Source: an optimization exercise on an open RTL-to-GDS flow (aim: small area, a short achievable clock period and few clock cycles per item). Production flows keep margins and buffers that such runs may drop.
Function was checked by simulation only, so behaviour that the tests miss may differ from the original.
Power figures rest on the tool's default switching activity, not on a simulated workload.

===== flow/run.sh =====
#!/bin/bash
# The standard layout (the standard.sh: ORFS synthesis to finish, unchanged), except
# that the buffer on each input and output port is sky130_fd_sc_hd__buf_1 instead of the
# cell buffer_ports picks by itself (a slow clkdlybuf4s50_1 delay cell).
# ORFS writes each step's full log under orfs/logs/; make's own output goes to
# flow_make.log here.
set -euo pipefail
cd "$(dirname "$0")/.."
export BUFFER_PORTS_ARGS="-buffer_cell sky130_fd_sc_hd__buf_1"
bash standard.sh finish > flow_make.log 2>&1

===== standard.sh =====
#!/bin/bash
# synth_recipe.tcl (not shown) runs the flow's synth.tcl, then flattens the netlist and writes it again
# the make line also repeats each setting of config.mk as NAME=value (left out here)
make -C /OpenROAD-flow-scripts/flow DESIGN_CONFIG=/design/flow/config.mk WORK_HOME=/design/flow/orfs CLKGATE_MAP_FILE= SYNTH_SCRIPT=/design/flow/synth_recipe.tcl "${@:-finish}"

===== config.mk =====
export PLATFORM = sky130hd
export DESIGN_NAME = line_pixel_stepper
export DESIGN_NICKNAME = line_pixel_stepper
export VERILOG_FILES = /design/flow/design.v
export SDC_FILE = /design/flow/constraint.sdc
export NUM_CORES = 4
export LEC_CHECK = 0
export CAP_MARGIN = 20
export CORE_MARGIN = 2
export CORE_UTILIZATION = 50
export GPL_ROUTABILITY_DRIVEN = 0
export SETUP_SLACK_MARGIN = 3.8
export SLEW_MARGIN = 20
export TNS_END_PERCENT = 10

===== constraint.sdc =====
create_clock -name core_clock -period 7.0 [get_ports {clk}]
set_input_delay 1.4000 -clock core_clock [delete_from_list [all_inputs] [get_ports {clk}]]
set_output_delay 1.4000 -clock core_clock [all_outputs]
set_load 0.01 [all_outputs]

===== design.v =====
package lps_pkg;
    localparam int COORD_BITS_DEF = 12;
    localparam logic KIND_LOAD = 1'b0;
    localparam logic KIND_STEP = 1'b1;
    localparam int PH_FIRST  = 0;
    localparam int PH_SECOND = 1;
    localparam int PH_WALK0  = 2;
    localparam int PH_WALK   = 3;
endpackage
module lps_step_core
#(
    parameter int W = lps_pkg::COORD_BITS_DEF
)
(
    input  logic                clk,
    input  logic                rst_n,
    input  logic                proc,
    input  logic                kind,
    input  logic                load_wr,
    input  logic signed [W-1:0] x_start,
    input  logic signed [W-1:0] y_start,
    input  logic signed [W-1:0] x_end,
    input  logic signed [W-1:0] y_end,
    output logic                res_pixel_valid,
    output logic signed [W-1:0] res_x,
    output logic signed [W-1:0] res_y,
    output logic                res_last
);
    logic [3:0]   phase_reg, phase_next;    
    logic [W-1:0] cur_x_reg, cur_x_next;
    logic [W-1:0] cur_y_reg, cur_y_next;
    logic [W-1:0] far_x_reg, far_x_next;    
    logic [W-1:0] far_y_reg, far_y_next;    
    logic [W-1:0] u_reg, u_next;            
    logic [W-1:0] v_reg, v_next;            
    logic         neg_x_reg, neg_x_next;
    logic         neg_y_reg, neg_y_next;
    logic         maj_y_reg, maj_y_next;
    logic         cin_reg, cin_next;        
    logic         qcin_reg, qcin_next;      
    logic         pv_reg, pv_next;
    logic         last_reg, last_next;
    logic [W:0]   dx, dy, t, q_wrap;
    logic         walking, s_maj, s_min, diag, y_dec, p_far, minor, is_last;
    logic         s_maj_n, s_min_n;
    logic [W-1:0] m_big;
    assign res_pixel_valid = pv_reg;
    assign res_x           = pv_reg ? cur_x_reg : '0;
    assign res_y           = pv_reg ? cur_y_reg : '0;
    assign res_last        = last_reg;
    always_comb
    begin
        dx      = {far_x_reg[W-1], far_x_reg} - {u_reg[W-1], u_reg};
        dy      = {far_y_reg[W-1], far_y_reg} - {v_reg[W-1], v_reg};
        walking = phase_reg[lps_pkg::PH_WALK];
        s_maj   = maj_y_reg ? neg_y_reg : neg_x_reg;
        s_min   = maj_y_reg ? neg_x_reg : neg_y_reg;
        diag    = (v_reg != '0) || s_min;
        y_dec   = diag && (neg_x_reg ^ neg_y_reg);
        p_far   = (maj_y_reg && !diag) ? neg_y_reg : neg_x_reg;
        t       = {1'b0, u_reg} + {1'b1, ~v_reg} + (W+1)'(cin_reg);
        minor   = t[W];
        q_wrap  = {1'b0, u_reg} + {1'b0, walking ? far_x_reg : '0} + (W+1)'(qcin_reg);
        m_big   = u_reg;
        phase_next = phase_reg;
        cur_x_next = cur_x_reg;
        cur_y_next = cur_y_reg;
        far_x_next = far_x_reg;
        far_y_next = far_y_reg;
        u_next     = u_reg;
        v_next     = v_reg;
        neg_x_next = neg_x_reg;
        neg_y_next = neg_y_reg;
        maj_y_next = maj_y_reg;
        pv_next    = pv_reg;
        last_next  = last_reg;
        is_last    = 1'b0;
        if (proc)
        begin
            pv_next   = 1'b0;
            last_next = 1'b0;
            if (kind == lps_pkg::KIND_LOAD)
                phase_next = 4'b0001 << lps_pkg::PH_FIRST;
            else
            begin
                phase_next = '0;
                case (1'b1)
                    phase_reg[lps_pkg::PH_FIRST]:
                    begin
                        pv_next    = 1'b1;
                        cur_x_next = u_reg;
                        cur_y_next = v_reg;
                        u_next     = dx[W-1:0] ^ {W{dx[W]}};
                        v_next     = dy[W-1:0] ^ {W{dy[W]}};
                        neg_x_next = dx[W];
                        neg_y_next = dy[W];
                        phase_next[lps_pkg::PH_SECOND] = 1'b1;
                    end
                    phase_reg[lps_pkg::PH_SECOND]:
                    begin
                        pv_next    = 1'b1;
                        cur_x_next = far_x_reg;
                        cur_y_next = far_y_reg;
                        far_x_next = cur_x_reg;
                        far_y_next = cur_y_reg;
                        maj_y_next = t[W];
                        u_next     = t[W] ? v_reg : u_reg;
                        v_next     = t[W] ? u_reg : v_reg;
                        phase_next[lps_pkg::PH_WALK0] = 1'b1;
                    end
                    phase_reg[lps_pkg::PH_WALK0]:
                    begin
                        pv_next    = 1'b1;
                        if (!p_far)
                        begin
                            cur_x_next = far_x_reg;
                            cur_y_next = far_y_reg;
                        end
                        u_next     = q_wrap[W:1];
                        far_x_next = t[W-1:0];
                        far_y_next = q_wrap[W-1:0];
                        is_last    = (m_big[W-1:1] == '0)
                                  && (s_maj ? (diag && !m_big[0]) : (m_big[0] == diag));
                        last_next  = is_last;
                        phase_next[lps_pkg::PH_WALK] = !is_last;
                    end
                    phase_reg[lps_pkg::PH_WALK]:
                    begin
                        pv_next    = 1'b1;
                        far_y_next = far_y_reg - 1'b1;
                        u_next     = minor ? q_wrap[W-1:0] : t[W-1:0];
                        if (!maj_y_reg || minor)
                            cur_x_next = cur_x_reg + 1'b1;
                        if (maj_y_reg || minor)
                            cur_y_next = cur_y_reg + {{(W-1){y_dec}}, 1'b1};
                        is_last    = (far_y_reg == {{(W-2){1'b0}}, diag, !diag});
                        last_next  = is_last;
                        phase_next[lps_pkg::PH_WALK] = !is_last;
                    end
                    default:
                    begin
                    end
                endcase
            end
        end
        if (load_wr)
        begin
            far_x_next = x_end;
            far_y_next = y_end;
            u_next     = x_start;
            v_next     = y_start;
        end
        s_maj_n = maj_y_next ? neg_y_next : neg_x_next;
        s_min_n = maj_y_next ? neg_x_next : neg_y_next;
        if (phase_next[lps_pkg::PH_SECOND])
            cin_next = neg_x_next || !neg_y_next;
        else if (phase_next[lps_pkg::PH_WALK0])
            cin_next = s_maj_n || !s_min_n;
        else
            cin_next = !s_min_n;
        qcin_next = s_maj_n && !(phase_next[lps_pkg::PH_WALK] && s_min_n);
    end
    always_ff @(posedge clk or negedge rst_n)
    begin
        if (!rst_n)
            phase_reg <= '0;
        else
            phase_reg <= phase_next;
    end
    always_ff @(posedge clk)
    begin
        cur_x_reg <= cur_x_next;
        cur_y_reg <= cur_y_next;
        far_x_reg <= far_x_next;
        far_y_reg <= far_y_next;
        u_reg     <= u_next;
        v_reg     <= v_next;
        neg_x_reg <= neg_x_next;
        neg_y_reg <= neg_y_next;
        maj_y_reg <= maj_y_next;
        cin_reg   <= cin_next;
        qcin_reg  <= qcin_next;
        pv_reg    <= pv_next;
        last_reg  <= last_next;
    end
endmodule
module line_pixel_stepper
#(
    parameter int COORD_BITS = lps_pkg::COORD_BITS_DEF
)
(
    input  logic                         clk,
    input  logic                         rst_n,
    input  logic                         req_valid,
    output logic                         req_ready,
    input  logic                         req_kind,
    input  logic signed [COORD_BITS-1:0] req_x_start,
    input  logic signed [COORD_BITS-1:0] req_y_start,
    input  logic signed [COORD_BITS-1:0] req_x_end,
    input  logic signed [COORD_BITS-1:0] req_y_end,
    output logic                         rsp_valid,
    input  logic                         rsp_ready,
    output logic                         rsp_pixel_valid,
    output logic signed [COORD_BITS-1:0] rsp_pixel_x,
    output logic signed [COORD_BITS-1:0] rsp_pixel_y,
    output logic                         rsp_last
);
    logic pend_reg, pend_kind_reg, out_valid_reg;
    logic o_free, have, proc, kind_e, load_wr;
    assign req_ready = !pend_reg;
    assign rsp_valid = out_valid_reg;
    assign o_free    = !out_valid_reg || rsp_ready;
    assign have      = pend_reg || req_valid;
    assign proc      = have && o_free;
    assign kind_e    = pend_reg ? pend_kind_reg : req_kind;
    assign load_wr   = req_valid && !pend_reg && (req_kind == lps_pkg::KIND_LOAD);
    always_ff @(posedge clk or negedge rst_n)
    begin
        if (!rst_n)
        begin
            pend_reg      <= 1'b0;
            out_valid_reg <= 1'b0;
        end
        else
        begin
            pend_reg      <= have && !o_free;
            out_valid_reg <= proc || (out_valid_reg && !rsp_ready);
        end
    end
    always_ff @(posedge clk)
    begin
        if (!pend_reg)
            pend_kind_reg <= req_kind;
    end
    lps_step_core #(
        .W (COORD_BITS)
    ) u_core (
        .clk             (clk),
        .rst_n           (rst_n),
        .proc            (proc),
        .kind            (kind_e),
        .load_wr         (load_wr),
        .x_start         (req_x_start),
        .y_start         (req_y_start),
        .x_end           (req_x_end),
        .y_end           (req_y_end),
        .res_pixel_valid (rsp_pixel_valid),
        .res_x           (rsp_pixel_x),
        .res_y           (rsp_pixel_y),
        .res_last        (rsp_last)
    );
endmodule

==> impl_results.md, run 1 <==
- Setup repair after global routing missed its margin: yes
- Async S/R FF share, synth: 6.98%
- Number of I/O port buffers: 80
- Final setup TNS: 0 ns
- Most common library cells after synthesis: a21oi_1 (96), nor2_1 (91), nand2_1 (83)
- Slew at the pin closest to its max-slew limit: 0.954 ns
- Die ar.: around 0.017 mm^2
- Power density cells: 387 mW/mm^2
- TritonRoute pass-1 iters: 5
- Most frequent cell on the critical path: fa_1
- Die Height: ~130 um
- Synthesized flop and latch total: 86
- Core footprint: 0.0159 mm^2
- Global-route wire length before repair: 42,200 um
- Count of antenna-violating nets left after detailed routing: 0
- Critical path, cell by cell: fa_1 -> inv_1 -> fa_1 -> nor2b_1 -> o211a_1 -> o31a_1 -> xnor2_1 -> mux2i_1 -> o21ai_0 -> nand2_1 -> a22o_1
- Largest net degree at the start of global routing: 87
- Ratio of routed vias to standard cells: 6.12
- Number of warnings printed during yosys synthesis: 2
- CP Data Arrival Time: 3.35 ns
- Number of clock sinks seen by CTS: 86
- Crit-path leading delay family: compound AO/OA/AOI/OAI gates
- Seq/Total Area, Yosys: a little under a third
- Number of global-route vias before repair: 7,042
- Initial Utilization: 51.2%
- Number of pins exceeding their max-slew limit in the final report: 0
- Proportion of netlist area held by the largest area contributor: between 20% and 30%
- Avg Synthesized Cell Area: 8.41 um^2
- Kind of start point of the critical path: register
- Critical Path Slowest Stage Cell: fa_1
- Vias: just under 8,000
- Worst R2R Setup Slack: around 3.8 ns
- Max H-tree Level: 3
- Leakage Power: between 0.003 and 0.004 uW
- Post-layout net count: 1,143
- Combined area of all synthesized cells: between 0.008 and 0.009 mm^2
- Worst-skew pair later-pin latency: 0.35 ns
- Total chip power: 3540 uW
- Final critical delay including setup and external delays: between 3 and 4 ns
- Worst path bufs/invs: 1
- Top fanout value on the critical path: 4
- Number of different library cells in the post-synthesis netlist: 77
- Hold Startpoint: out_valid_reg
- DRC viols: 0
- Overflow after GRT: 0
- Worst Reg2Reg Path Length in Cells: 11
- Upper clock frequency limit: 309 MHz
- Highest ir drop seen on vdd: 0.000170 V
- Max-capacitance violation count: 0
- Number of endpoints with negative hold slack in the final report: 0
- Final worst path period share: between 40% and 50%
- Detailed-placement wirelength estimate: 20,600 um
- Share of final-layout standard cells stronger than drive strength 1: 8.37%
- Clock tree from TritonCTS: yes
- Delay of the slowest cell on the worst path: 0.52 ns
- Number of buffers inserted by hold repair at cts: 0
- Area delta synth->final: 12.1%
- Root cell of the clock tree: clkbuf_16
- Drt wl/cell: 21.8 um
- Final setup violation count: 0
- Hold Path End: out_valid_reg
- Most frequent cell after synthesis: a21oi_1
- Initial DRC count: between 600 and 700
- Hold Slack: 0.567 ns
- Worst r2r dst: u_core.u_reg[6]
- Synth top area cells: edfxtp_1 (27%), ha_1 (7.7%), xnor2_1 (6.6%)
- Yosys top cell by area: edfxtp_1
- Gate count after technology mapping: between 900 and 1,000
- Standard-cell rows: 46
- Worst Hold Path Cells: 2
- Required @ worst endpoint: 7.11 ns
- Top-level port count: 81
- WS Path Type: reg2reg
- Die span in x: 132 um
- R2R Path Start: u_core.u_reg[0]
- # diodes: 0
- Synthesized net count: 1,079
- Antenna violations before repair: 0
- Remaining max-slew budget at the tightest pin: 36.4%
- Post-synth EDFFs: 74
- Global-route usage over all layers: 31.7%
- Kind of path behind the tightest hold check: reg2reg
- Outcome: complete, no violations
- Longest Clk Path Bufs: 2
- Maximum clock skew at final layout: 0.00717 ns
- Clock transition at the register clock pins on the worst setup and hold paths after CTS: 0.07 ns
- Sort of element at the end of the critical path: register
- Flip-flop cell with the highest count after synthesis: edfxtp_1
- Detailed Route WL: 27,300 um
- Total CTS buffers: 9
-- through the flow --
stage | utilization, % | worst slack (ns) | area, um^2 | cells
after detailed placement | 54.0 | 3.35 | 8610 | 1227
after global routing | 57.4 | 3.68 | 9150 | 1255
final | 57.4 | 3.76 | 9150 | 1255
after floorplan | - | 3.62 | 8160 | 970
after global placement | 54.0 | 3.40 | 8610 | 1227
after CTS | 56.5 | 3.74 | 9010 | 1250
-- power by group --
group | total [uW] | switching (uW) | internal (uW)
Clock | 489 | 215 | 275
Sequential | 916 | 182 | 733
Combinational | 2130 | 1240 | 896
Total | 3540 | 1630 | 1900
-- worst register-to-register path: stages (launching register included) --
cell	delay, ns
edfxtp_1	0.51
fa_1	0.52
inv_1	0.10
fa_1	0.20
nor2b_1	0.06
o211a_1	0.25
o31a_1	0.30
xnor2_1	0.37
mux2i_1	0.15
o21ai_0	0.21
nand2_1	0.13
a22o_1	0.20
-- placed cells by master (no fill, tap or decap), drive strengths merged, types with 6 or more instances in the layout --
master / count
buf: 102
a21oi: 96
nor2: 91
nand2: 83
edfxtp: 74
o21ai: 71
xnor2: 61
ha: 50
inv: 47
and2: 41
nor3: 30
xor2: 28
mux2i: 24
nand3: 19
a21o: 14
a211oi: 13
clkbuf: 13
o21a: 12
a31oi: 11
and3: 10
nand2b: 10
nor4: 10
nor2b: 8
o211ai: 8
o31ai: 8
nand4: 6
o21bai: 6
dfxtp: 6
fa: 6
dfrtp: 6
-- how the worst max path moves through the flow --
stage	to	cells after the start	startpoint
floorplan	u_core.far_y_reg[0]	4	rsp_ready
global placement	u_core.cur_y_reg[4]	7	rsp_ready
detailed placement	u_core.cur_y_reg[4]	7	rsp_ready
CTS	u_core.v_reg[9]	12	u_core.far_y_reg[0]
global route	u_core.u_reg[10]	11	u_core.far_x_reg[0]
finish	u_core.u_reg[6]	11	u_core.u_reg[0]
-- routing by layer --
layer | wire length (um) | share of wire [%] | global-route usage [%]
met2 | 11500 | 42 | 45.3
met3 | 2400 | 8.8 | 4.90
met4 | 821 | 3.0 | 11.4
met5 | 0 | 0 | 0
met1 | 12600 | 46 | 48.3
-- repair_timing --
item	4_1_cts	5_1_grt
pin swaps	4	10
setup endpoints to repair	66	65
buffers inserted	7	5
resized for setup	9	21
-- final cells by class --
| class | instances | area (um^2) |
|---|---|---|
| clock inverters | 3 | 23.8 |
| clock buffers | 13 | 272 |
| multi-input cells | 790 | 5440 |
| fillers | 1539 | 6800 |
| flip-flops and latches | 86 | 2500 |
| repair buffers | 102 | 478 |
| inverters | 45 | 169 |
| well taps | 216 | 270 |
-- cells by family after synthesis --
group                      count (synthesis)  share of synthesized area [%]
muxes                                     28                           3.50
and+or+nand+nor                          325                           19.2
buffers and inverters                     94                           4.60
xor gates and xnor gates                  90                           9.83
AOI/OAI and AO/OA                        291                           23.1
adders and majority gates                 56                           9.14
DFF                                       86                           30.6
Testbench counts, summed over its fixed seeds: cycles 32,008, items 32,000.
==> run 2, diff against run 1 <==
--- a/config.mk
+++ b/config.mk
@@ -9,4 +9,3 @@
 export CORE_MARGIN = 2
-export CORE_UTILIZATION = 50
-export GPL_ROUTABILITY_DRIVEN = 0
+export CORE_UTILIZATION = 55
 export SETUP_SLACK_MARGIN = 3.8
==> impl_results.md, run 2 <==
- Outcome: complete, no violations (unchanged)
- Top fanout value on the critical path: 3 (was 4)
- Cell Count Post-Placement: 1,194 (was 1,227)
- Worst-skew pair later-pin latency: 0.35 ns (about the same)
- Final setup TNS: 0 ns (unchanged)
- Initial Utilization: 56.1% (was 51.2%)
- Longest Clk Path Bufs: 2 (unchanged)
- Root cell of the clock tree: clkbuf_16 (unchanged)
- Slew at the pin closest to its max-slew limit: 0.954 ns (about the same)
- Die span in x: 126 um (was 132 um)
- Power Internal: 1920 uW (was 1900 uW)
- Core footprint: 0.0145 mm^2 (was 0.0159 mm^2)
- Yosys top cell by area: edfxtp_1 (unchanged)
- Combined area of all synthesized cells: 0.00816 mm^2 (unchanged)
- CP Data Arrival Time: 3.26 ns (was 3.35 ns)
- Area delta synth->final: 11.8% (was 12.1%)
- Number of endpoints with negative hold slack in the final report: 0 (unchanged)
- Synth top area cells: edfxtp_1 (27%), ha_1 (7.7%), xnor2_1 (6.6%) (unchanged)
- Leading cell types in the layout, fill and taps excluded: a21oi_1 (96), nor2_1 (90), nand2_1 (82) (was a21oi_1 (96), nor2_1 (90), nand2_1 (83))
- Share of final-layout standard cells stronger than drive strength 1: 8.33% (was 8.37%)
- Setup repair after global routing missed its margin: yes (unchanged)
- Async S/R FF share, synth: 6.98% (unchanged)
- Critical Path Slowest Stage Cell: edfxtp_1 (was fa_1)
- Initial DRC count: 766 (was 688)
- Global-route usage over all layers: 34.1% (was 31.7%)
- Antenna violations before repair: 0 (unchanged)
- Proportion of power drawn by combinational gates: 60.9% (was 60.3%)
- Fraction of power spent switching nets: 46.1% (was 46.2%)
- Max H-tree Level: 3 (unchanged)
- Sequential cell fraction of total power: 25.6% (was 25.9%)
- Upper clock frequency limit: 314 MHz (was 309 MHz)
- DRC viols: 0 (unchanged)
- Vias: 7,733 (was 7,684)
- Kind of path behind the tightest hold check: reg2reg (unchanged)
- Final setup violation count: 0 (unchanged)
- Number of warnings printed during yosys synthesis: 2 (unchanged)
- Number of buffers inserted by hold repair at cts: 0 (unchanged)
- Most frequent cell after synthesis: a21oi_1 (unchanged)
- Required @ worst endpoint: 7.07 ns (was 7.11 ns)
- Final critical delay including setup and external delays: 3.19 ns (was 3.24 ns)
- Standard-cell rows: 44 (was 46)
- Number of clock sinks seen by CTS: 86 (unchanged)
- Number of pins exceeding their max-slew limit in the final report: 0 (unchanged)
- Max-capacitance violation count: 0 (unchanged)
- Gate count after technology mapping: 970 (unchanged)
- Net Sw Power: 1640 uW (was 1630 uW)
- Global placer's final weighted congestion: 0.961
- Total chip power: 3560 uW (was 3540 uW)
- Detailed Route WL: 27,100 um (was 27,300 um)
- Leakage Power: 0.00353 uW (was 0.00351 uW)
- Number of different library cells in the post-synthesis netlist: 77 (unchanged)
- Top-level port count: 81 (unchanged)
- Remaining max-slew budget at the tightest pin: 36.4% (about the same)
- Proportion of netlist area held by the largest area contributor: 27.2% (unchanged)
- Number of global-route vias before repair: 7,063 (was 7,042)
- Highest ir drop seen on vdd: 0.000213 V (was 0.000170 V)
- Post-layout net count: 1,148 (was 1,143)
- Post-synth EDFFs: 74 (unchanged)
- Number of I/O port buffers: 80 (unchanged)
- Sort of element at the end of the critical path: register (unchanged)
- Proportion of power drawn by the clock network: 13.4% (was 13.8%)
- TritonRoute pass-1 iters: 6 (was 5)
- Avg Synthesized Cell Area: 8.41 um^2 (unchanged)
- Total CTS buffers: 9 (unchanged)
- Critical path, cell by cell: and2_1 -> fa_1 -> fa_2 -> a21o_1 -> a41oi_2 -> nand3_1 -> a41oi_2 -> xor2_2 -> buf_4 -> a211oi_1 -> a21oi_1 -> a21oi_1 (was fa_1 -> inv_1 -> fa_1 -> nor2b_1 -> o211a_1 -> o31a_1 -> xnor2_1 -> mux2i_1 -> o21ai_0 -> nand2_1 -> a22o_1)
- Largest net degree at the start of global routing: 87 (unchanged)
- Count of antenna-violating nets left after detailed routing: 0 (unchanged)
- Leading cell type in the layout, fill and taps excluded: a21oi_1 (unchanged)
- Synthesized flop and latch total: 86 (unchanged)
- Die Height: 126 um (was 132 um)
- Die ar.: 0.0158 mm^2 (was 0.0174 mm^2)
- Number of standard cells in the layout, taps in and fillers out: 1,228 (was 1,255)
- Flip-flop cell with the highest count after synthesis: edfxtp_1 (unchanged)
- Delay of the slowest cell on the worst path: 0.45 ns (was 0.52 ns)
- Maximum clock skew at final layout: 0.00949 ns (was 0.00717 ns)
- Global-route wire length before repair: 41,000 um (was 42,200 um)
- Kind of start point of the critical path: register (unchanged)
- Most common library cells after synthesis: a21oi_1 (96), nor2_1 (91), nand2_1 (83) (unchanged)
- Drt wl/cell: 22.1 um (was 21.8 um)
- Overflow after GRT: 0 (unchanged)
- # diodes: 0 (unchanged)
- Final worst path period share: 45.5% (was 46.3%)
- Synthesized net count: 1,079 (unchanged)
- Seq/Total Area, Yosys: 30.6% (unchanged)
- Hold Slack: 0.529 ns (was 0.567 ns)
- Power density cells: 391 mW/mm^2 (was 387 mW/mm^2)
- Clock tree from TritonCTS: yes (unchanged)
- Clock transition at the register clock pins on the worst setup and hold paths after CTS: 0.06 ns (was 0.07 ns)
- Detailed-placement wirelength estimate: 20,200 um (was 20,600 um)
- WS Path Type: reg2reg (unchanged)
- Ratio of routed vias to standard cells: 6.30 (was 6.12)
-- run 2: critical path, delay by kind of cell (launching register included) --
kind,cells,cell delay (ns)
XOR/XNOR,1,0.18
AO/OA/AOI/OAI,6,0.99
buffers and inverters,1,0.15
flip-flops,1,0.45
AND/OR/NAND/NOR,2,0.33
adder cells (fa/ha/maj),2,0.80
-- run 2: power groups by stage --
stage | Clock [uW] | Sequential [uW] | Combinational, uW
5_1_grt | 501 | 918 | 2370
3_5_place_dp | 0 | 913 | 2000
2_1_floorplan | 0 | 820 | 1560
3_3_place_gp | 0 | 914 | 2000
4_1_cts | 479 | 899 | 2040
6_report | 479 | 912 | 2170
-- run 2: what timing repair did --
item | in CTS | in global routing
buffers inserted | 5 | 13
setup endpoints to repair | 44 | 67
resized for setup | 6 | 18
pin swaps | 4 | 9
-- run 2: metal layers --
layer,track usage [%],part of all wire [%],up-vias
met1,51.0,44,3628
met5,0,0,-
met4,12.0,3.3,0
met2,48.8,42,386
met3,7.14,11,58
li1,-,-,3661
-- run 2: layout make-up --
type,instances,area [um^2]
Timing Repair Buffer,107,503
Inverter,45,169
Clock buffer,14,275
Tap cell,184,230
Multi-Input combinational cell,790,5430
Sequential cell,86,2500
Clock inverter,2,15.0
Fill cell,1351,5420
-- run 2: path summary, 6_finish.rpt --
| check | from | to | slack, ns | cells after the start |
|---|---|---|---|---|
| max reg2reg | u_core.far_x_reg[0] | u_core.far_y_reg[10] | 3.81 | 12 |
| min reg2reg | out_valid_reg | out_valid_reg | 0.53 | 2 |
| max in group asynchronous | rst_n | u_core.phase_reg[3] | 5.81 | 1 |
| min | out_valid_reg | out_valid_reg | 0.53 | 2 |
| max | u_core.far_x_reg[0] | u_core.far_y_reg[10] | 3.81 | 12 |
| min in group asynchronous | rst_n | pend_reg | 0.92 | 1 |
-- run 2: metrics by stage --
step	worst slack (ns)	cell area, um^2	util [%]
2_1_floorplan	3.62	8160	-
3_3_place_gp	3.39	8560	58.9
3_5_place_dp	3.47	8570	59.0
4_1_cts	3.52	8920	61.4
5_1_grt	3.70	9120	62.7
6_report	3.81	9120	62.7
-- run 2: logic make-up (layout without fill, tap and decap cells) --
| kind of cell | count (synthesis) | count (layout) | share of synthesized area [%] |
|---|---|---|---|
| DFF | 86 | 86 | 30.6 |
| xor gates and xnor gates | 90 | 90 | 9.83 |
| adders and majority gates | 56 | 56 | 9.14 |
| muxes | 28 | 28 | 3.50 |
| buffers and inverters | 94 | 168 | 4.60 |
| AOI/OAI and AO/OA | 291 | 291 | 23.1 |
| and+or+nand+nor | 325 | 325 | 19.2 |
==> run 3, diff against run 2 <==
--- a/config.mk
+++ b/config.mk
@@ -7,7 +7,7 @@
 export LEC_CHECK = 0
-export CAP_MARGIN = 20
+export CAP_MARGIN = 0
 export CORE_MARGIN = 2
 export CORE_UTILIZATION = 55
-export SETUP_SLACK_MARGIN = 3.8
-export SLEW_MARGIN = 20
-export TNS_END_PERCENT = 10
+export SETUP_SLACK_MARGIN = 3.9
+export SLEW_MARGIN = 0
+export TNS_END_PERCENT = 0
==> impl_results.md, run 3 <==
- Number of endpoints with negative hold slack in the final report: 0 (unchanged)
- Proportion of netlist area held by the largest area contributor: 27.2% (unchanged)
- Seq/Total Area, Yosys: 30.6% (unchanged)
- Share of final-layout standard cells stronger than drive strength 1: 9.39% (was 8.33%)
- Largest net degree at the start of global routing: 87 (unchanged)
- Max H-tree Level: 3 (unchanged)
- Highest ir drop seen on vdd: 0.000193 V (was 0.000213 V)
- Final setup violation count: 0 (unchanged)
- Worst path bufs/invs: 0 (was 1)
- Max-capacitance violation count: 0 (unchanged)
- Flip-flop cell with the highest count after synthesis: edfxtp_1 (unchanged)
- Critical path, cell by cell: and2_1 -> fa_2 -> fa_2 -> a21o_1 -> a41oi_2 -> nand3_2 -> nand2_1 -> xor2_1 -> a211oi_1 -> a31oi_1 -> a31oi_1 (was and2_1 -> fa_1 -> fa_2 -> a21o_1 -> a41oi_2 -> nand3_1 -> a41oi_2 -> xor2_2 -> buf_4 -> a211oi_1 -> a21oi_1 -> a21oi_1)
- Slew at the pin closest to its max-slew limit: 0.908 ns (was 0.954 ns)
- Number of I/O port buffers: 80 (unchanged)
- Die ar.: 0.0158 mm^2 (unchanged)
- Global placer's final weighted congestion: 0.961 (unchanged)
- Number of pins exceeding their max-slew limit in the final report: 0 (unchanged)
- Final critical delay including setup and external delays: 3.18 ns (was 3.19 ns)
- Antenna violations before repair: 0 (unchanged)
- Final worst path period share: 45.4% (was 45.5%)
- Post-layout net count: 1,148 (unchanged)
- Slack of the critical path: 3.82 ns (was 3.81 ns)
- Max layer used: met4 (unchanged)
- Most common library cells after synthesis: a21oi_1 (96), nor2_1 (91), nand2_1 (83) (unchanged)
- Vias: 7,741 (was 7,733)
- Sort of element at the end of the critical path: register (unchanged)
- CP Data Arrival Time: 3.27 ns (was 3.26 ns)
- Remaining max-slew budget at the tightest pin: 39.5% (was 36.4%)
- Longest Clk Path Bufs: 2 (unchanged)
- Number of clock sinks seen by CTS: 86 (unchanged)
- Combined area of all synthesized cells: 0.00816 mm^2 (unchanged)
- Worst Hold Path Cells: 2 (unchanged)
- Yosys top cell by area: edfxtp_1 (unchanged)
- Kind of path behind the tightest hold check: reg2reg (unchanged)
- Synth top area cells: edfxtp_1 (27%), ha_1 (7.7%), xnor2_1 (6.6%) (unchanged)
- DRC viols: 0 (unchanged)
- Detailed Route WL: 27,300 um (was 27,100 um)
- Clock tree from TritonCTS: yes (unchanged)
- Top fanout value on the critical path: 3 (unchanged)
- Leading cell type in the layout, fill and taps excluded: a21oi_1 (unchanged)
- Die span in x: 126 um (unchanged)
- Initial DRC count: 1,010 (was 766)
- Most frequent cell after synthesis: a21oi_1 (unchanged)
- Worst-skew pair later-pin latency: 0.35 ns (about the same)
- Ratio of routed vias to standard cells: 6.30 (about the same)
- Kind of start point of the critical path: register (unchanged)
- Utilization after layout: 63.1% (was 62.7%)
- Final setup TNS: 0 ns (unchanged)
- Post-synth EDFFs: 74 (unchanged)
- Total chip power: 3590 uW (was 3560 uW)
- Worst Reg2Reg Path Length in Cells: 11 (was 12)
- Number of different library cells in the post-synthesis netlist: 77 (unchanged)
- Leading cell types in the layout, fill and taps excluded: a21oi_1 (96), nor2_1 (90), nand2_1 (81) (was a21oi_1 (96), nor2_1 (90), nand2_1 (82))
- Number of warnings printed during yosys synthesis: 2 (unchanged)
- Delay of the slowest cell on the worst path: 0.46 ns (was 0.45 ns)
- Drt wl/cell: 22.3 um (was 22.1 um)
- Number of stages on the worst setup path: 11 (was 12)
- Area delta synth->final: 12.4% (was 11.8%)
- Standard-cell rows: 44 (unchanged)
- Critical Path Slowest Stage Cell: edfxtp_1 (unchanged)
- Global-route wire length before repair: 41,100 um (was 41,000 um)
- Detailed-placement wirelength estimate: 20,300 um (was 20,200 um)
- Upper clock frequency limit: 315 MHz (was 314 MHz)
- Filler Cells Inserted: 1,360 (was 1,351)
- Global-route usage over all layers: 34.2% (was 34.1%)
- # diodes: 0 (unchanged)
- Power density cells: 392 mW/mm^2 (was 391 mW/mm^2)
- Maximum clock skew at final layout: 0.0111 ns (was 0.00949 ns)
- Crit-path leading delay family: compound AO/OA/AOI/OAI gates (unchanged)
- Number of buffers inserted by hold repair at cts: 0 (unchanged)
- Synthesized net count: 1,079 (unchanged)
- Count of antenna-violating nets left after detailed routing: 0 (unchanged)
- Avg Synthesized Cell Area: 8.41 um^2 (unchanged)
- Cell Count Post-Placement: 1,194 (unchanged)
- Top-level port count: 81 (unchanged)
- WS Path Type: reg2reg (unchanged)
- Async S/R FF share, synth: 6.98% (unchanged)
- Required @ worst endpoint: 7.09 ns (was 7.07 ns)
- Core footprint: 0.0145 mm^2 (unchanged)
- Clock transition at the register clock pins on the worst setup and hold paths after CTS: 0.07 ns (was 0.06 ns)
- Leakage Power: 0.00354 uW (was 0.00353 uW)
- Total CTS buffers: 9 (unchanged)
- Synthesized flop and latch total: 86 (unchanged)
- Number of global-route vias before repair: 7,034 (was 7,063)
- Outcome: complete, no violations (unchanged)
- Die Height: 126 um (unchanged)
- Initial Utilization: 56.1% (unchanged)
- Overflow after GRT: 0 (unchanged)
- Number of standard cells in the layout, taps in and fillers out: 1,228 (unchanged)
- Placement-stage worst setup slack: 3.36 ns (was 3.47 ns)
- Total length of routed met2 wires: 11,600 um (was 11,400 um)
- Wire length on met1: 11,900 um (was 12,000 um)
- Routed wl met3: 2990 um (was 2900 um)
- Gate count after technology mapping: 970 (unchanged)
- TritonRoute pass-1 iters: 6 (unchanged)
- Root cell of the clock tree: clkbuf_16 (unchanged)
- Setup repair after global routing missed its margin: yes (unchanged)
## run 3: cell types whose count changed in the layout (fill, tap and decap cells not counted), moves of 2 or more
cell	change
o21ai_1	+2
fa_1	-3
a211oi_2	+2
fa_2	+3
o21ai_0	-2
a211oi_1	-2
## run 3: worst register-to-register path: stages (launching register included)
cell and delay [ns]:
edfxtp_1 0.46, and2_1 0.19, fa_2 0.36, fa_2 0.38, a21o_1 0.19, a41oi_2 0.18, nand3_2 0.12, nand2_1 0.13
xor2_1 0.41, a211oi_1 0.15, a31oi_1 0.25, a31oi_1 0.12
## run 3: cell type report
class	count	area (um^2)	area share, %
multi-input combinational	790	5470	59.7
clock inverter	2	13.8	0.150
sequential	86	2500	27.2
clock buffer	14	285	3.11
inverter	45	169	1.84
timing repair buffer	107	503	5.49
tap	184	230	2.51
## run 3: metal layers
metal,vias to the layer above,track usage [%]
li1,3658,-
met1,3616,50.8
met2,413,49.6
met3,54,7.05
met4,0,11.7
met5,-,0
## run 3: kinds of logic (layout without fill, tap and decap cells)
| logic type | after synthesis | count (layout) | synth area share (%) |
|---|---|---|---|
| adder cells (fa/ha/maj) | 56 | 56 | 9.14 |
| flip-flops | 86 | 86 | 30.6 |
| AND/OR/NAND/NOR | 325 | 325 | 19.2 |
| AO/OA/AOI/OAI | 291 | 291 | 23.1 |
| buffers and inverters | 94 | 168 | 4.60 |
| XOR/XNOR | 90 | 90 | 9.83 |
| multiplexers | 28 | 28 | 3.50 |
## run 3: worst paths after layout
path	from	to	slack [ns]
setup / recovery	u_core.far_x_reg[0]	u_core.u_reg[8]	3.82
hold / removal	out_valid_reg	out_valid_reg	0.53
setup reg to reg	u_core.far_x_reg[0]	u_core.u_reg[8]	3.82
hold reg to reg	out_valid_reg	out_valid_reg	0.53
max in group asynchronous	rst_n	u_core.phase_reg[3]	5.81
min in group asynchronous	rst_n	pend_reg	0.92
## run 3: through the flow
| step | area, um^2 | hold slack (ns) |
|---|---|---|
| 2_1_floorplan | 8160 | 0.481 |
| 3_3_place_gp | 8560 | 0.516 |
| 3_5_place_dp | 8560 | 0.516 |
| 4_1_cts | 8940 | 0.536 |
| 5_1_grt | 9170 | 0.566 |
| 6_report | 9170 | 0.534 |
## run 3: what timing repair did
| item | CTS | global route |
|---|---|---|
| gates resized for setup | 8 | 31 |
| pin swaps | 4 | 12 |
| setup endpoints to repair | 78 | 75 |
| setup buffers | 5 | 13 |
| gates cloned | 0 | 0 |
## run 3: power by group
group,leakage [uW],internal (uW),switching (uW)
sequential,0.000814,733,181
clock,0.000148,282,204
combinational,0.00258,921,1270
==> run 4, diff against run 3 <==
--- a/config.mk
+++ b/config.mk
@@ -10,3 +10,3 @@
 export CORE_UTILIZATION = 55
-export SETUP_SLACK_MARGIN = 3.9
+export SETUP_SLACK_MARGIN = 4.1
 export SLEW_MARGIN = 0
==> impl_results.md, run 4 <==
- Combined area of all synthesized cells: 0.00816 mm^2 (unchanged)
- Count of antenna-violating nets left after detailed routing: 0 (unchanged)
- Max H-tree Level: 3 (unchanged)
- Worst R2R Setup Slack: 3.90 ns (was 3.82 ns)
- Global-route usage over all layers: 33.8% (was 34.2%)
- Number of buffers inserted by hold repair at cts: 0 (unchanged)
- Synth top area cells: edfxtp_1 (27%), ha_1 (7.7%), xnor2_1 (6.6%) (unchanged)
- Initial Utilization: 56.1% (unchanged)
- Longest Clk Path Bufs: 2 (unchanged)
- Final critical delay including setup and external delays: 3.10 ns (was 3.18 ns)
- WS Path Type: reg2reg (unchanged)
- Total CTS buffers: 9 (unchanged)
- Number of standard cells in the layout, taps in and fillers out: 1,233 (was 1,228)
- Worst-skew pair later-pin latency: 0.36 ns (was 0.35 ns)
- Standard-cell rows: 44 (unchanged)
- Worst r2r dst: u_core.u_reg[0] (was u_core.u_reg[8])
- Top-level port count: 81 (unchanged)
- Avg Synthesized Cell Area: 8.41 um^2 (unchanged)
- Hold Startpoint: out_valid_reg (unchanged)
- Most frequent cell after synthesis: a21oi_1 (unchanged)
- Maximum clock skew at final layout: 0.0130 ns (was 0.0111 ns)
- Clock transition at the register clock pins on the worst setup and hold paths after CTS: 0.06 ns (was 0.07 ns)
- Met1 usage in global routing: 50.9% (was 50.8%)
- Leading cell type in the layout, fill and taps excluded: a21oi_1 (unchanged)
- Number of I/O port buffers: 80 (unchanged)
- Number of pins exceeding their max-slew limit in the final report: 0 (unchanged)
- Highest ir drop seen on vdd: 0.000235 V (was 0.000193 V)
- Proportion of netlist area held by the largest area contributor: 27.2% (unchanged)
- R2R Path Start: u_core.v_reg[4] (was u_core.far_x_reg[0])
- Global-route met3 utilization: 5.86% (was 7.05%)
- Worst Hold Path Cells: 2 (unchanged)
- Post-synth EDFFs: 74 (unchanged)
- Number of global-route vias before repair: 7,014 (was 7,034)
- Die Height: 126 um (unchanged)
- Vias: 7,723 (was 7,741)
- Share of final-layout standard cells stronger than drive strength 1: 10.7% (was 9.39%)
- Most common library cells after synthesis: a21oi_1 (96), nor2_1 (91), nand2_1 (83) (unchanged)
- # diodes: 0 (unchanged)
- Antenna violations before repair: 0 (unchanged)
- Final setup TNS: 0 ns (unchanged)
- Kind of start point of the critical path: register (unchanged)
- Utilization after layout: 64.0% (was 63.1%)
- Global-route wire length before repair: 41,000 um (was 41,100 um)
- Detailed Route WL: 26,800 um (was 27,300 um)
- Sort of element at the end of the critical path: register (unchanged)
- Cell area after layout: 0.00931 mm^2 (was 0.00917 mm^2)
- Ratio of routed vias to standard cells: 6.26 (was 6.30)
- CP Data Arrival Time: 3.20 ns (was 3.27 ns)
- Required @ worst endpoint: 7.11 ns (was 7.09 ns)
- Global placer's final weighted congestion: 0.964 (was 0.961)
- Gr busiest metal: met1 (unchanged)
- Yosys top cell by area: edfxtp_1 (unchanged)
- Top fanout value on the critical path: 15 (was 3)
- DRC viols: 0 (unchanged)
- Outcome: complete, no violations (unchanged)
- Cell Count Post-Placement: 1,195 (was 1,194)
- Power density cells: 388 mW/mm^2 (was 392 mW/mm^2)
- Gate count after technology mapping: 970 (unchanged)
- Area delta synth->final: 14.1% (was 12.4%)
- Number of different library cells in the post-synthesis netlist: 77 (unchanged)
- Leakage Power: 0.00359 uW (was 0.00354 uW)
- Drt wl/cell: 21.8 um (was 22.3 um)
- Largest net degree at the start of global routing: 87 (unchanged)
- Synthesized flop and latch total: 86 (unchanged)
- Worst Reg2Reg Path Length in Cells: 10 (was 11)
- Detailed-placement wirelength estimate: 19,900 um (was 20,300 um)
- Compound-Gate Fraction of Synth Area: 23.1% (unchanged)
- Number of clock sinks seen by CTS: 86 (unchanged)
- Multiplexer share of the synthesized area: 3.50% (unchanged)
- Post-synthesis xor/xnor area fraction: 9.83% (unchanged)
- Seq/Total Area, Yosys: 30.6% (unchanged)
- Max-capacitance violation count: 0 (unchanged)
- Die span in x: 126 um (unchanged)
- Overflow after GRT: 0 (unchanged)
- Flip-flop cell with the highest count after synthesis: edfxtp_1 (unchanged)
- Number of endpoints with negative hold slack in the final report: 0 (unchanged)
- Core footprint: 0.0145 mm^2 (unchanged)
- Placed cell area: 0.00858 mm^2 (was 0.00856 mm^2)
- Hold Path End: out_valid_reg (unchanged)
- Upper clock frequency limit: 323 MHz (was 315 MHz)
- Post-layout net count: 1,153 (was 1,148)
- Leading cell types in the layout, fill and taps excluded: a21oi_1 (95), nor2_1 (90), nand2_1 (82) (was a21oi_1 (96), nor2_1 (90), nand2_1 (81))
- Synth Area in Adders: 9.14% (unchanged)
- Total chip power: 3610 uW (was 3590 uW)
- Async S/R FF share, synth: 6.98% (unchanged)
- Kind of path behind the tightest hold check: reg2reg (unchanged)
- Final setup violation count: 0 (unchanged)
- Slew at the pin closest to its max-slew limit: 0.925 ns (was 0.908 ns)
- Simple-gate share of the synthesized area: 19.2% (unchanged)
- TritonRoute pass-1 iters: 5 (was 6)
- Initial DRC count: 923 (was 1,010)
- Final worst path period share: 44.2% (was 45.4%)
- Number of warnings printed during yosys synthesis: 2 (unchanged)
- Root cell of the clock tree: clkbuf_16 (unchanged)
- Met2 track utilization from global routing: 49.5% (was 49.6%)
- Setup repair after global routing missed its margin: yes (unchanged)
- Largest family of logic cells by synthesized area: compound AO/OA/AOI/OAI gates (unchanged)
- Clock tree from TritonCTS: yes (unchanged)
- Die ar.: 0.0158 mm^2 (unchanged)
- Synthesized net count: 1,079 (unchanged)
- Remaining max-slew budget at the tightest pin: 38.3% (was 39.5%)
==> run 4: metrics by stage <==
step	hold slack, ns	worst slack [ns]
detailed placement	0.524	3.46
floorplan	0.481	3.95
global route	0.577	3.83
global placement	0.531	3.52
finish	0.542	3.90
CTS	0.544	3.87
==> run 4: cell families after synthesis <==
group,after synthesis
buffers and inverters,94
flip-flops,86
XOR/XNOR,90
AO/OA/AOI/OAI,291
adder cells (fa/ha/maj),56
multiplexers,28
AND/OR/NAND/NOR,325
==> run 4: how the worst max path moves through the flow <==
stage                   startpoint                  end  depth (start not counted)
5_1_grt        u_core.far_y_reg[0]       u_core.cin_reg                         13
6_report           u_core.v_reg[4]      u_core.u_reg[0]                         10
4_1_cts            u_core.v_reg[0]     u_core.u_reg[10]                         12
2_1_floorplan            rsp_ready  u_core.far_y_reg[0]                          4
3_5_place_dp             rsp_ready  u_core.cur_y_reg[3]                          8
3_3_place_gp             rsp_ready  u_core.cur_y_reg[8]                          8
==> run 4: timing repair <==
action	CTS	global route
endpoints found under the setup margin	100	137
pin swaps	5	19
resized for setup	20	37
buffers inserted	12	10
==> run 4: metal layers <==
layer  wire [um]  up-vias
met1       11900     3612
li1            -     3669
met3        2690       41
met4         744        0
met5           0        -
met2       11500      401
==> run 4: worst max-delay path: stages (launching register included) <==
cell,delay (ns)
edfxtp_1,0.47
inv_1,0.22
ha_1,0.35
a21o_1,0.22
or4_4,0.43
o2bb2ai_4,0.22
o21a_4,0.26
mux2i_1,0.20
o21a_1,0.18
o21ai_0,0.10
a22o_1,0.21
==> run 4: where the power goes <==
part           switching (uW)  internal, uW  total [uW]
Sequential                179           733         912
Clock                     214           287         501
Combinational            1250           950        2200
Total                    1640          1970        3610
==> run 4: final cells by class <==
| type | count | area (um^2) |
|---|---|---|
| Inverter | 45 | 169 |
| Tap cell | 184 | 230 |
| Multi-Input combinational cell | 790 | 5540 |
| Timing Repair Buffer | 112 | 568 |
| Fill cell | 1323 | 5230 |
| Clock buffer | 11 | 243 |
| Sequential cell | 86 | 2500 |
| Clock inverter | 5 | 57.6 |
==> run 5, diff against run 4 <==
--- a/config.mk
+++ b/config.mk
@@ -10,3 +10,3 @@
 export CORE_UTILIZATION = 55
-export SETUP_SLACK_MARGIN = 4.1
+export SETUP_SLACK_MARGIN = 4.7
 export SLEW_MARGIN = 0
==> impl_results.md, run 5 <==
- Number of pins exceeding their max-slew limit in the final report: 0 (unchanged)
- Longest Clk Path Bufs: 2 (unchanged)
- Overflow after GRT: 0 (unchanged)
- Filler Cells Inserted: 1,305 (was 1,323)
- TritonRoute pass-1 iters: 6 (was 5)
- Final setup TNS: 0 ns (unchanged)
- Area of the multi-input gates: 0.00558 mm^2 (was 0.00554 mm^2)
- Area delta synth->final: 14.5% (was 14.1%)
- DRC viols: 0 (unchanged)
- Most frequent cell after synthesis: a21oi_1 (unchanged)
- Seq. cell area: 0.00250 mm^2 (unchanged)
- Leading cell type in the layout, fill and taps excluded: a21oi_1 (unchanged)
- Kind of path behind the tightest hold check: reg2reg (unchanged)
- Clock transition at the register clock pins on the worst setup and hold paths after CTS: 0.07 ns (was 0.06 ns)
- Crit-path leading delay family: compound AO/OA/AOI/OAI gates (unchanged)
- Remaining max-slew budget at the tightest pin: 35.8% (was 38.3%)
- Detailed Route WL: 28,500 um (was 26,800 um)
- Setup repair after global routing missed its margin: yes (unchanged)
- Synth top area cells: edfxtp_1 (27%), ha_1 (7.7%), xnor2_1 (6.6%) (unchanged)
- Final worst path period share: 44.1% (was 44.2%)
- Required @ worst endpoint: 7.22 ns (was 7.11 ns)
- Max-capacitance violation count: 0 (unchanged)
- Global-route wire length before repair: 43,400 um (was 41,000 um)
- Number of different library cells in the post-synthesis netlist: 77 (unchanged)
- Leading cell types in the layout, fill and taps excluded: a21oi_1 (93), nor2_1 (90), nand2_1 (82) (was a21oi_1 (95), nor2_1 (90), nand2_1 (82))
- Number of buffers inserted by hold repair at cts: 0 (unchanged)
- Worst Reg2Reg Path Length in Cells: 13 (was 10)
- Outcome: complete, no violations (unchanged)
- Ratio of routed vias to standard cells: 6.45 (was 6.26)
- Upper clock frequency limit: 324 MHz (was 323 MHz)
- Hold Slack: 0.542 ns (about the same)
- Slew at the pin closest to its max-slew limit: 0.963 ns (was 0.925 ns)
- Top-level port count: 81 (unchanged)
- Antenna violations before repair: 0 (unchanged)
- Number of endpoints with negative hold slack in the final report: 0 (unchanged)
- Detailed-placement wirelength estimate: 20,800 um (was 19,900 um)
- Drt wl/cell: 23.1 um (was 21.8 um)
- Delay of the slowest cell on the worst path: 0.46 ns (was 0.47 ns)
- Worst path bufs/invs: 3 (was 1)
- Total CTS buffers: 9 (unchanged)
- Flip-flop cell with the highest count after synthesis: edfxtp_1 (unchanged)
- Slack of the critical path: 3.91 ns (was 3.90 ns)
- Kind of start point of the critical path: register (unchanged)
- Die Height: 126 um (unchanged)
- Async S/R FF share, synth: 6.98% (unchanged)
- Worst r2r dst: u_core.cin_reg (was u_core.u_reg[0])
- Hold Path End: out_valid_reg (unchanged)
- Synthesized net count: 1,079 (unchanged)
- Post-layout net count: 1,154 (was 1,153)
- Post-synth EDFFs: 74 (unchanged)
- Seq/Total Area, Yosys: 30.6% (unchanged)
- Number of warnings printed during yosys synthesis: 2 (unchanged)
- Number of I/O port buffers: 80 (unchanged)
- Worst-skew pair later-pin latency: 0.36 ns (about the same)
- Top fanout value on the critical path: 6 (was 15)
- Standard-cell rows: 44 (unchanged)
- R2R Path Start: u_core.far_y_reg[0] (was u_core.v_reg[4])
- Number of global-route vias before repair: 7,328 (was 7,014)
- Initial Utilization: 56.1% (unchanged)
- Most common library cells after synthesis: a21oi_1 (96), nor2_1 (91), nand2_1 (83) (unchanged)
- Worst R2R Setup Slack: 3.91 ns (was 3.90 ns)
- Combined area of all synthesized cells: 0.00816 mm^2 (unchanged)
- Synthesized flop and latch total: 86 (unchanged)
- Max H-tree Level: 3 (unchanged)
- Highest ir drop seen on vdd: 0.000238 V (was 0.000235 V)
- Yosys top cell by area: edfxtp_1 (unchanged)
- Initial DRC count: 1,083 (was 923)
- Setup crit start: u_core.far_y_reg[0] (was u_core.v_reg[4])
- Clock tree from TritonCTS: yes (unchanged)
- Root cell of the clock tree: clkbuf_16 (unchanged)
- # diodes: 0 (unchanged)
- Final critical delay including setup and external delays: 3.09 ns (was 3.10 ns)
- Number of clock sinks seen by CTS: 86 (unchanged)
- Worst Hold Path Cells: 2 (unchanged)
- Largest net degree at the start of global routing: 87 (unchanged)
- Maximum clock skew at final layout: 0.0101 ns (was 0.0130 ns)
- Critical path, cell by cell: inv_2 -> ha_4 -> inv_1 -> fa_2 -> a21o_1 -> a21o_2 -> a2111oi_4 -> o31a_2 -> a31o_4 -> buf_12 -> mux2_4 -> mux2i_1 -> a31oi_1 (was inv_1 -> ha_1 -> a21o_1 -> or4_4 -> o2bb2ai_4 -> o21a_4 -> mux2i_1 -> o21a_1 -> o21ai_0 -> a22o_1)
- Core footprint: 0.0145 mm^2 (unchanged)
- Share of final-layout standard cells stronger than drive strength 1: 11.5% (was 10.7%)
- Final setup violation count: 0 (unchanged)
- CP Data Arrival Time: 3.30 ns (was 3.20 ns)
- Avg Synthesized Cell Area: 8.41 um^2 (unchanged)
- Total chip power: 3710 uW (was 3610 uW)
- Gate count after technology mapping: 970 (unchanged)
- Leakage Power: 0.00360 uW (was 0.00359 uW)
- WS Path Type: reg2reg (unchanged)
- Proportion of netlist area held by the largest area contributor: 27.2% (unchanged)
- Critical Path Slowest Stage Cell: edfxtp_1 (unchanged)
- Placement-stage worst setup slack: 3.61 ns (was 3.46 ns)
- Power density cells: 397 mW/mm^2 (was 388 mW/mm^2)
- Die ar.: 0.0158 mm^2 (unchanged)
- Global-route usage over all layers: 35.9% (was 33.8%)
- Global placer's final weighted congestion: 0.936 (was 0.964)
- Count of antenna-violating nets left after detailed routing: 0 (unchanged)
- Hold Startpoint: out_valid_reg (unchanged)
- Vias: 7,959 (was 7,723)
- Sort of element at the end of the critical path: register (unchanged)
- Die span in x: 126 um (unchanged)
## run 5: cell counts after synthesis
Identical to the previous run, type by type.
## run 5: repair_timing
action,CTS,global route
hold endpoints to repair,0,0
setup endpoints to repair,167,176
pin swaps,14,17
resized for setup,16,24
setup buffers,16,11
cloned,1,0
## run 5: where the power goes
part	switching, uW	internal, uW	leakage [uW]	total (uW)
Combinational	1330	968	0.00265	2300
Clock	217	278	0.000136	495
Sequential	185	733	0.000814	919
## run 5: worst max-delay path by stage
stage / endpoint / slack, ns / cells past startpoint
6_report: u_core.cin_reg / 3.91 / 13
5_1_grt: u_core.cur_y_reg[8] / 3.77 / 10
4_1_cts: u_core.u_reg[11] / 3.96 / 12
3_5_place_dp: u_core.u_reg[4] / 3.61 / 5
3_3_place_gp: u_core.u_reg[4] / 3.64 / 5
2_1_floorplan: u_core.v_reg[9] / 4.25 / 12
## run 5: layout make-up
type	count	share of cell area (%)
Multi-Input combinational cell	791	59.8
Sequential cell	86	26.7
Clock buffer	11	2.49
Clock inverter	5	0.630
Tap cell	184	2.47
Inverter	45	1.81
Timing Repair Buffer	112	6.10
## run 5: cell families after synthesis
family                     synth area share (%)
AOI/OAI and AO/OA                          23.1
xor gates and xnor gates                   9.83
adders and majority gates                  9.14
buffers and inverters                      4.60
DFF                                        30.6
muxes                                      3.50
and+or+nand+nor                            19.2
## run 5: layer usage
layer / track usage, % / wire length (um) / vias to the layer above
li1: - / - / 3673
met2: 52.5 / 12100 / 490
met5: 0 / 0 / -
met1: 52.4 / 12000 / 3727
met3: 8.03 / 3340 / 69
met4: 12.8 / 1020 / 0
## run 5: tightest hold or removal path, stage by stage (launching register included)
cell and delay [ns]:
dfrtp_1 0.35, nand2b_1 0.09, nand2_1 0.07
## run 5: per-stage QoR
stage	cell area, um^2	utilization (%)	instances
final	9340	64.3	1234
after global routing	9340	64.3	1234
after CTS	9170	63.1	1223
after floorplan	8300	-	970
after global placement	8660	59.6	1190
after detailed placement	8660	59.6	1190
==> run 6, diff against run 5 <==
--- a/config.mk
+++ b/config.mk
@@ -10,3 +10,3 @@
 export CORE_UTILIZATION = 55
-export SETUP_SLACK_MARGIN = 4.7
+export SETUP_SLACK_MARGIN = 4.5
 export SLEW_MARGIN = 0
==> impl_results.md, run 6 <==
- Outcome: complete, no violations (unchanged)
- Worst R2R Setup Slack: 3.91 ns (about the same)
- Timing endpoint of the critical path: u_core.cin_reg (unchanged)
- Number of different library cells in the post-synthesis netlist: 77 (unchanged)
- Count of antenna-violating nets left after detailed routing: 0 (unchanged)
- Yosys top cell by area: edfxtp_1 (unchanged)
- Initial DRC count: 1,083 (unchanged)
- Highest ir drop seen on vdd: 0.000238 V (unchanged)
- Standard-cell rows: 44 (unchanged)
- Leading cell types in the layout, fill and taps excluded: a21oi_1 (93), nor2_1 (90), nand2_1 (82) (unchanged)
- DRC viols: 0 (unchanged)
- Final worst path period share: 44.1% (unchanged)
- Global-route wire length before repair: 43,400 um (unchanged)
- Required @ worst endpoint: 7.22 ns (about the same)
- Die Height: 126 um (unchanged)
- CP Data Arrival Time: 3.30 ns (about the same)
- Detailed-placement wirelength estimate: 20,800 um (unchanged)
- Proportion of netlist area held by the largest area contributor: 27.2% (unchanged)
- Worst-skew pair later-pin latency: 0.36 ns (about the same)
- Combined area of all synthesized cells: 0.00816 mm^2 (unchanged)
- Critical Path Slowest Stage Cell: edfxtp_1 (unchanged)
- R2R Path Start: u_core.far_y_reg[0] (unchanged)
- Drt wl/cell: 23.1 um (unchanged)
- Clock tree from TritonCTS: yes (unchanged)
- Hold Startpoint: out_valid_reg (unchanged)
- Clock transition at the register clock pins on the worst setup and hold paths after CTS: 0.07 ns (about the same)
- Number of warnings printed during yosys synthesis: 2 (unchanged)
- Global placer's final weighted congestion: 0.936 (unchanged)
- Worst Reg2Reg Path Length in Cells: 13 (unchanged)
- Number of global-route vias before repair: 7,328 (unchanged)
- Final setup violation count: 0 (unchanged)
- Longest Clk Path Bufs: 2 (unchanged)
- Leakage Power: 0.00360 uW (unchanged)
- Synth top area cells: edfxtp_1 (27%), ha_1 (7.7%), xnor2_1 (6.6%) (unchanged)
- Die span in x: 126 um (unchanged)
- Number of clock sinks seen by CTS: 86 (unchanged)
- Number of I/O port buffers: 80 (unchanged)
- Synthesized net count: 1,079 (unchanged)
- Sort of element at the end of the critical path: register (unchanged)
- WS Path Type: reg2reg (unchanged)
- Filler Cells Inserted: 1,305 (unchanged)
- Total CTS buffers: 9 (unchanged)
- Kind of start point of the critical path: register (unchanged)
- Synth Area in Adders: 9.14% (unchanged)
- Most common library cells after synthesis: a21oi_1 (96), nor2_1 (91), nand2_1 (83) (unchanged)
- Number of endpoints with negative hold slack in the final report: 0 (unchanged)
- Critical path, cell by cell: inv_2 -> ha_4 -> inv_1 -> fa_2 -> a21o_1 -> a21o_2 -> a2111oi_4 -> o31a_2 -> a31o_4 -> buf_12 -> mux2_4 -> mux2i_1 -> a31oi_1 (unchanged)
- Top fanout value on the critical path: 6 (unchanged)
- TritonRoute pass-1 iters: 6 (unchanged)
- Vias: 7,959 (unchanged)
- Seq/Total Area, Yosys: 30.6% (unchanged)
- Compound-Gate Fraction of Synth Area: 23.1% (unchanged)
- Max-capacitance violation count: 0 (unchanged)
- Multiplexer share of the synthesized area: 3.50% (unchanged)
- Power density cells: 397 mW/mm^2 (unchanged)
- Max H-tree Level: 3 (unchanged)
- Final critical delay including setup and external delays: 3.09 ns (unchanged)
- Most frequent cell after synthesis: a21oi_1 (unchanged)
- Remaining max-slew budget at the tightest pin: 35.8% (unchanged)
- Largest family of logic cells by synthesized area: compound AO/OA/AOI/OAI gates (unchanged)
- Delay of the slowest cell on the worst path: 0.46 ns (about the same)
- Ratio of routed vias to standard cells: 6.45 (unchanged)
- Share of final-layout standard cells stronger than drive strength 1: 11.5% (unchanged)
- Core footprint: 0.0145 mm^2 (unchanged)
- Post-synthesis xor/xnor area fraction: 9.83% (unchanged)
- Setup repair after global routing missed its margin: yes (unchanged)
- Slew at the pin closest to its max-slew limit: 0.963 ns (unchanged)
- Maximum clock skew at final layout: 0.0101 ns (unchanged)
- Overflow after GRT: 0 (unchanged)
- Gate count after technology mapping: 970 (unchanged)
- Upper clock frequency limit: 324 MHz (unchanged)
- Number of pins exceeding their max-slew limit in the final report: 0 (unchanged)
- Post-layout net count: 1,154 (unchanged)
- Top-level port count: 81 (unchanged)
- Flip-flop cell with the highest count after synthesis: edfxtp_1 (unchanged)
- # diodes: 0 (unchanged)
- Root cell of the clock tree: clkbuf_16 (unchanged)
- Post-synth EDFFs: 74 (unchanged)
- Number of buffers inserted by hold repair at cts: 0 (unchanged)
- Kind of path behind the tightest hold check: reg2reg (unchanged)
- Avg Synthesized Cell Area: 8.41 um^2 (unchanged)
- Setup crit start: u_core.far_y_reg[0] (unchanged)
- Hold Slack: 0.542 ns (unchanged)
- Final setup TNS: 0 ns (unchanged)
- Largest net degree at the start of global routing: 87 (unchanged)
- Async S/R FF share, synth: 6.98% (unchanged)
- Simple-gate share of the synthesized area: 19.2% (unchanged)
- Synthesized flop and latch total: 86 (unchanged)
- Detailed Route WL: 28,500 um (unchanged)
- Initial Utilization: 56.1% (unchanged)
- Leading cell type in the layout, fill and taps excluded: a21oi_1 (unchanged)
- Antenna violations before repair: 0 (unchanged)
- Worst r2r dst: u_core.cin_reg (unchanged)
- Die ar.: 0.0158 mm^2 (unchanged)
- Global-route usage over all layers: 35.9% (unchanged)
- Area delta synth->final: 14.5% (unchanged)
## run 6: cell type report
type                    count  area (um^2)  area share (%)
multi-input cells         791         5580            59.8
flip-flops and latches     86         2500            26.7
repair buffers            112          569            6.10
clock buffers              11          233            2.49
well taps                 184          230            2.47
inverters                  45          169            1.81
clock inverters             5         58.8           0.630
## run 6: cell families (layout without fill, tap and decap cells)
| group | Yosys count | in the layout |
|---|---|---|
| AO/OA/AOI/OAI | 291 | 292 |
| XOR/XNOR | 90 | 90 |
| adder cells (fa/ha/maj) | 56 | 56 |
| buffers and inverters | 94 | 173 |
| flip-flops | 86 | 86 |
| multiplexers | 28 | 28 |
| AND/OR/NAND/NOR | 325 | 325 |
## run 6: per-stage QoR
step | setup slack [ns] | area, um^2 | utilization [%] | total power (uW) | instances
CTS | 3.96 | 9170 | 63.1 | 3580 | 1223
finish | 3.91 | 9340 | 64.3 | 3710 | 1234
floorplan | 4.25 | 8300 | - | 2430 | 970
global route | 3.77 | 9340 | 64.3 | 3920 | 1234
global placement | 3.64 | 8660 | 59.6 | 2980 | 1190
detailed placement | 3.61 | 8660 | 59.6 | 2980 | 1190
## run 6: power by group
group / internal, uW / switching [uW]
Clock: 278 / 217
Combinational: 968 / 1330
Sequential: 733 / 185
Total: 1980 / 1730
## run 6: critical path, delay by kind of cell (launching register included)
family | cells | cell delay (ns)
muxes | 2 | 0.39
adders and majority gates | 2 | 0.47
buffers and inverters | 3 | 0.29
AOI/OAI and AO/OA | 6 | 1.32
DFF | 1 | 0.46
## run 6: routing by layer
layer | global-route usage (%) | wire length, um | vias to the layer above
met4 | 12.8 | 1020 | 0
met5 | 0 | 0 | -
met1 | 52.4 | 12000 | 3727
met3 | 8.03 | 3340 | 69
li1 | - | - | 3673
met2 | 52.5 | 12100 | 490
## run 6: timing repair
| item | CTS | global route |
|---|---|---|
| pin swaps | 14 | 17 |
| cloned | 1 | 0 |
| resized for setup | 16 | 24 |
| endpoints found under the setup margin | 161 | 163 |
| buffers inserted | 16 | 11 |
## run 6: how the worst min path moves through the flow
stage | end | slack, ns | cells after the start
final | out_valid_reg | 0.54 | 2
after global placement | out_valid_reg | 0.52 | 2
after floorplan | u_core.cin_reg | 0.48 | 1
after CTS | out_valid_reg | 0.54 | 2
after global routing | out_valid_reg | 0.57 | 2
after detailed placement | out_valid_reg | 0.52 | 2
==> run 7, diff against run 6 <==
--- a/config.mk
+++ b/config.mk
@@ -10,3 +10,3 @@
 export CORE_UTILIZATION = 55
-export SETUP_SLACK_MARGIN = 4.5
+export SETUP_SLACK_MARGIN = 4.3
 export SLEW_MARGIN = 0
==> impl_results.md, run 7 <==
- Synthesized flop and latch total: 86 (unchanged)
- Die ar.: 0.0158 mm^2 (unchanged)
- Initial Utilization: 56.1% (unchanged)
- CP Data Arrival Time: 3.04 ns (was 3.30 ns)
- Yosys top cell by area: edfxtp_1 (unchanged)
- Outcome: complete, no violations (unchanged)
- Number of clock sinks seen by CTS: 86 (unchanged)
- Total CTS buffers: 9 (unchanged)
- Number of buffers inserted by hold repair at cts: 0 (unchanged)
- DRC viols: 0 (unchanged)
- Kind of start point of the critical path: register (unchanged)
- Max-capacitance violation count: 0 (unchanged)
- Worst Reg2Reg Path Length in Cells: 8 (was 13)
- Worst R2R Setup Slack: 3.95 ns (was 3.91 ns)
- Flip-flop cell with the highest count after synthesis: edfxtp_1 (unchanged)
- Die span in x: 126 um (unchanged)
- Multiplexer share of the synthesized area: 3.50% (unchanged)
- R2R Path Start: u_core.v_reg[4] (was u_core.far_y_reg[0])
- Hold Startpoint: out_valid_reg (unchanged)
- TritonRoute pass-1 iters: 5 (was 6)
- Remaining max-slew budget at the tightest pin: 38.3% (was 35.8%)
- Final critical delay including setup and external delays: 3.05 ns (was 3.09 ns)
- Combined area of all synthesized cells: 0.00816 mm^2 (unchanged)
- Initial DRC count: 985 (was 1,083)
- Top-level port count: 81 (unchanged)
- Setup repair after global routing missed its margin: yes (unchanged)
- Leading cell types in the layout, fill and taps excluded: a21oi_1 (94), nor2_1 (89), nand2_1 (81) (was a21oi_1 (93), nor2_1 (90), nand2_1 (82))
- Proportion of netlist area held by the largest area contributor: 27.2% (unchanged)
- Ratio of routed vias to standard cells: 6.33 (was 6.45)
- Number of endpoints with negative hold slack in the final report: 0 (unchanged)
- Detailed-placement wirelength estimate: 20,400 um (was 20,800 um)
- Clock tree from TritonCTS: yes (unchanged)
- Final setup TNS: 0 ns (unchanged)
- Global-route usage over all layers: 35.7% (was 35.9%)
- Post-layout net count: 1,154 (unchanged)
- Kind of path behind the tightest hold check: reg2reg (unchanged)
- Sort of element at the end of the critical path: register (unchanged)
- Final worst path period share: 43.6% (was 44.1%)
- Gate count after technology mapping: 970 (unchanged)
- Power density cells: 396 mW/mm^2 (was 397 mW/mm^2)
- Worst-skew pair later-pin latency: 0.36 ns (about the same)
- Drt wl/cell: 22.8 um (was 23.1 um)
- Overflow after GRT: 0 (unchanged)
- Max H-tree Level: 3 (unchanged)
- Worst Hold Path Cells: 2 (unchanged)
- Most frequent cell after synthesis: a21oi_1 (unchanged)
- Maximum clock skew at final layout: 0.0106 ns (was 0.0101 ns)
- Post-synth EDFFs: 74 (unchanged)
- Leading cell type in the layout, fill and taps excluded: a21oi_1 (unchanged)
- Compound-Gate Fraction of Synth Area: 23.1% (unchanged)
- Hold Path End: out_valid_reg (unchanged)
- Highest ir drop seen on vdd: 0.000248 V (was 0.000238 V)
- Number of standard cells in the layout, taps in and fillers out: 1,234 (unchanged)
- Worst r2r dst: u_core.cur_x_reg[4] (was u_core.cin_reg)
- Utilization after layout: 64.3% (about the same)
- Global placer's final weighted congestion: 0.960 (was 0.936)
- Synth top area cells: edfxtp_1 (27%), ha_1 (7.7%), xnor2_1 (6.6%) (unchanged)
- Clock transition at the register clock pins on the worst setup and hold paths after CTS: 0.06 ns (was 0.07 ns)
- Largest net degree at the start of global routing: 87 (unchanged)
- Placed cell area: 0.00867 mm^2 (was 0.00866 mm^2)
- Root cell of the clock tree: clkbuf_16 (unchanged)
- Cell Count Post-Placement: 1,192 (was 1,190)
- Number of different library cells in the post-synthesis netlist: 77 (unchanged)
- Simple-gate share of the synthesized area: 19.2% (unchanged)
- Seq/Total Area, Yosys: 30.6% (unchanged)
- Slack of the critical path: 3.95 ns (was 3.91 ns)
- Number of global-route vias before repair: 7,359 (was 7,328)
- Number of warnings printed during yosys synthesis: 2 (unchanged)
- # diodes: 0 (unchanged)
- Antenna violations before repair: 0 (unchanged)
- Placement-stage worst setup slack: 3.62 ns (was 3.61 ns)
run 7: cell counts after synthesis:
No cell type changed its count.
run 7: metal layers:
metal,wire [um],track usage [%],up-vias,share of wire (%)
met5,0,0,-,0
met4,1210,14.7,0,4.3
met3,3170,8.71,79,11
met2,11800,52.1,435,42
met1,12000,50.9,3616,43
li1,-,-,3680,-
run 7: where the power goes:
part	internal, uW	leakage, uW	total [uW]	switching (uW)
Sequential	733	0.000814	922	189
Combinational	937	0.00263	2230	1290
Clock	330	0.000169	549	219
Total	2000	0.00362	3700	1700
run 7: cell type report:
class / instances / area [um^2]
tap: 184 / 230
timing repair buffer: 113 / 571
sequential: 86 / 2500
fill: 1318 / 5190
inverter: 45 / 169
multi-input combinational: 790 / 5540
clock buffer: 12 / 289
clock inverter: 4 / 48.8
run 7: cell families (layout without fill, tap and decap cells):
kind of cell | after synthesis | count (layout)
simple gates | 325 | 325
xor+xnor | 90 | 90
flops | 86 | 86
fa+ha+maj | 56 | 56
buf+inv | 94 | 174
mux | 28 | 28
compound gates | 291 | 291
run 7: worst max path at each step:
stage / startpoint / to / slack [ns] / cells after the start
4_1_cts: u_core.phase_reg[3] / u_core.u_reg[9] / 3.98 / 11
6_report: u_core.v_reg[4] / u_core.cur_x_reg[4] / 3.95 / 8
5_1_grt: u_core.far_y_reg[0] / u_core.v_reg[9] / 3.85 / 12
3_3_place_gp: u_core.v_reg[9] / u_core.cur_y_reg[8] / 3.63 / 10
2_1_floorplan: u_core.v_reg[0] / u_core.u_reg[11] / 4.24 / 11
3_5_place_dp: u_core.v_reg[9] / u_core.cur_y_reg[10] / 3.62 / 10
run 7: worst max-delay path, cell delays in order, from the launching register on:
cell	delay, ns
edfxtp_1	0.48
inv_2	0.15
ha_1	0.32
a21o_1	0.21
or4_4	0.43
o2bb2ai_4	0.25
o21ai_4	0.14
buf_4	0.19
a31oi_4	0.51
run 7: stage by stage:
stage | total power (uW) | hold WS [ns]
finish | 3700 | 0.548
global route | 3910 | 0.606
CTS | 3610 | 0.564
detailed placement | 2970 | 0.547
global placement | 2960 | 0.536
floorplan | 2430 | 0.481
run 7: timing repair:
action | CTS | global route
setup endpoints to repair | 140 | 123
resized for setup | 23 | 10
pin swaps | 11 | 7
setup buffers | 20 | 6
cloned | 0 | 0
